Source: an optimization exercise on an open RTL-to-GDS flow (aim: a short achievable clock period and few clock cycles). Production flows keep margins and buffers that such runs may drop.
At most, simulation tests tie the RTL to the original design; equivalence was not proved.
Power figures rest on the tool's default switching activity, not on a simulated workload.

before:
Design dcache_top, start of the top module:
module dcache_top (
  input  logic                      CLK,
  input  logic                      nRST,
  input  logic                      cpu_ren,
  input  logic                      cpu_wen,
  input  logic [32-1:0] cpu_addr,
  input  logic [32-1:0] cpu_store,
  input  logic                      halt,
  output logic                      dhit,
  output logic [32-1:0] dload,
  output logic                      flushed,
  output logic                      mem_ren,
  output logic                      mem_wen,
  output logic [32-1:0] mem_addr,
  output logic [32-1:0] mem_store,
  input  logic [32-1:0] mem_load,
  input  logic                      dwait
);
For scale: roughly 8800 cells after synthesis, roughly 1600 flip-flops, roughly 200 I/O pins, roughly 89000 sq um of cells after synthesis.
export LEC_CHECK = 0
export ABC_CLOCK_PERIOD_IN_PS = 1500
export CAP_MARGIN = 20
export CORE_MARGIN = 2
export CORE_UTILIZATION = 40
export SETUP_SLACK_MARGIN = 2.0
export SLEW_MARGIN = 20
create_clock -name core_clock -period 7.2 [get_ports {CLK}]
standard.sh (not shown) runs the stock make flow with config.mk's settings and CLKGATE_MAP_FILE= SYNTH_SCRIPT=/design/flow/synth_recipe.tcl, a recipe that flattens the netlist after the stock synthesis.
==> flow/flow/run.sh <==
#!/bin/bash
# Standard layout, with the slow 4-input OR/NOR cells kept out of synthesis and repair so the
# tag-compare trees map to faster NAND/NOR2-3 structures. Everything else is the standard.sh.
set -euo pipefail
WORK=$(pwd)
DU=""
for c in or4 or4b or4bb nor4 nor4b nor4bb; do
  for s in 1 2 4; do
    DU="$DU sky130_fd_sc_hd__${c}_$s"
  done
done
{
  echo "include $WORK/config.mk"
  echo "export DONT_USE_CELLS += $DU"
} > "$WORK/own_config.mk"
sed "s#DESIGN_CONFIG=[^ ]*#DESIGN_CONFIG=$WORK/own_config.mk#" standard.sh > own_standard.sh
bash own_standard.sh > "$WORK/own_flow_make.log" 2>&1
Here is what was changed in the inputs of after compared with before.
--- a/flow/design.v
+++ b/flow/design.v
@@ -53,18 +53,18 @@
   logic          hit0, hit1, hit;
   always_comb
   begin
     for (int f = 0; f < NF; f++)
       match[f] = valid_q[f] && (tag_q[f] == req_tag);
     for (int s = 0; s < NS; s++)
       idx_dec[s] = (req_idx == IW'(s));
   end
-  assign hit0 = match[{1'b0, req_idx}];
-  assign hit1 = match[{1'b1, req_idx}];
+  assign hit0 = |(match[NS-1:0] & idx_dec);
+  assign hit1 = |(match[NF-1:NS] & idx_dec);
   assign hit  = hit0 | hit1;
   logic [WW-1:0] d0w0, d0w1, d1w0, d1w1, hd0, hd1;
   assign d0w0 = data0_q[{1'b0, req_idx}];
   assign d0w1 = data1_q[{1'b0, req_idx}];
   assign d1w0 = data0_q[{1'b1, req_idx}];
   assign d1w1 = data1_q[{1'b1, req_idx}];
   assign hd0  = req_blk ? d0w1 : d0w0;
   assign hd1  = req_blk ? d1w1 : d1w0;
@@ -297,17 +297,17 @@
         begin
           if ((sh & ~req_blk) | fill)
             data0_q[g] <= wd0;
           if ((sh & req_blk) | fill)
             data1_q[g] <= wd1;
           if (fill)
           begin
             valid_q[g] <= 1'b1;
-            tag_q[g]   <= ma_q[WW-1 -: TW];
+            tag_q[g]   <= req_tag;
           end
           if (sh)
             dirty_q[g] <= 1'b1;
           else if (fill)
             dirty_q[g] <= cpu_wen;
           else if (st_fl1 & ~dwait & fl_sel[g])
             dirty_q[g] <= 1'b0;
         end
## What came out
after went all the way through the flow, and no timing, DRC or antenna check failed. Maximum achievable frequency: after vs before up 5.2%. Delta (after minus before): simple-gate share of the synthesized area increased by 4.1 points relative to the old numbers; post-route worst setup slack increased by 0.28 ns relative to the old numbers; combinational power share decreased by 5.2 points relative to the old numbers; number of placed instances, taps included increased by 574 relative to the old numbers; cell area decreased by 1.7% relative to the old numbers. Relative to before, clock network power share has increased by 2.4 points in after. Share of the synthesized area in compound gates (AO/OA/AOI/OAI): after < before. Number of ordinary and repair buffers in the finished layout (after vs. before) decreases by more than 10%. Leakage power, after vs before: up slightly. Leading cell type in the layout, fill and taps excluded: sky130_fd_sc_hd__dfrtp_1 -> before, sky130_fd_sc_hd__nand2_1 -> after. The estimated power of after ends up lower than the estimate for before. The final reports for after and before show post-layout net count higher in the former. [compare] base=before new=after: routed wire length dropped about 5.4%; cell-internal power dropped 9.1%.
Testbench counts of after, summed over its fixed seeds: cycles 41,841.
Only the layout flow was run in before; the RTL was not checked for function there.

port drivers added, routing unchanged:
The flow's constraints put no driver on any port. The routed layouts listed below were extracted and timed again, unchanged, in two steps.
Step 1 (the two cells are an assumption about what drives the block):
set clk [get_ports {CLK}]
set_driving_cell -lib_cell sky130_fd_sc_hd__clkbuf_16 $clk
set_driving_cell -lib_cell sky130_fd_sc_hd__buf_2 [delete_from_list [all_inputs] $clk]
Step 2 times the ports against the registers' clock, not the clock port: input delays grow and output delays shrink by t, the midpoint of the rising clock arrivals with the driver on.
Slacks: ideal ports / drivers / drivers and shift; pairs: ideal ports / drivers.
run	shift t [ns]	slack for setup (ns)	worst hold slack (ns)	latest minus earliest clock arrival (ns)
before	0.959	1.402 / 1.149 / 0.606	0.474 / 0.474 / 0.474	0.066 / 0.065
after	0.935	1.686 / 1.386 / 1.386	0.470 / 0.470 / 0.470	0.097 / 0.097
After both steps setup and hold are still met in every run listed. For before, which loses most, drivers alone change the setup slack by -0.253 ns; drivers and shift together by -0.796 ns.
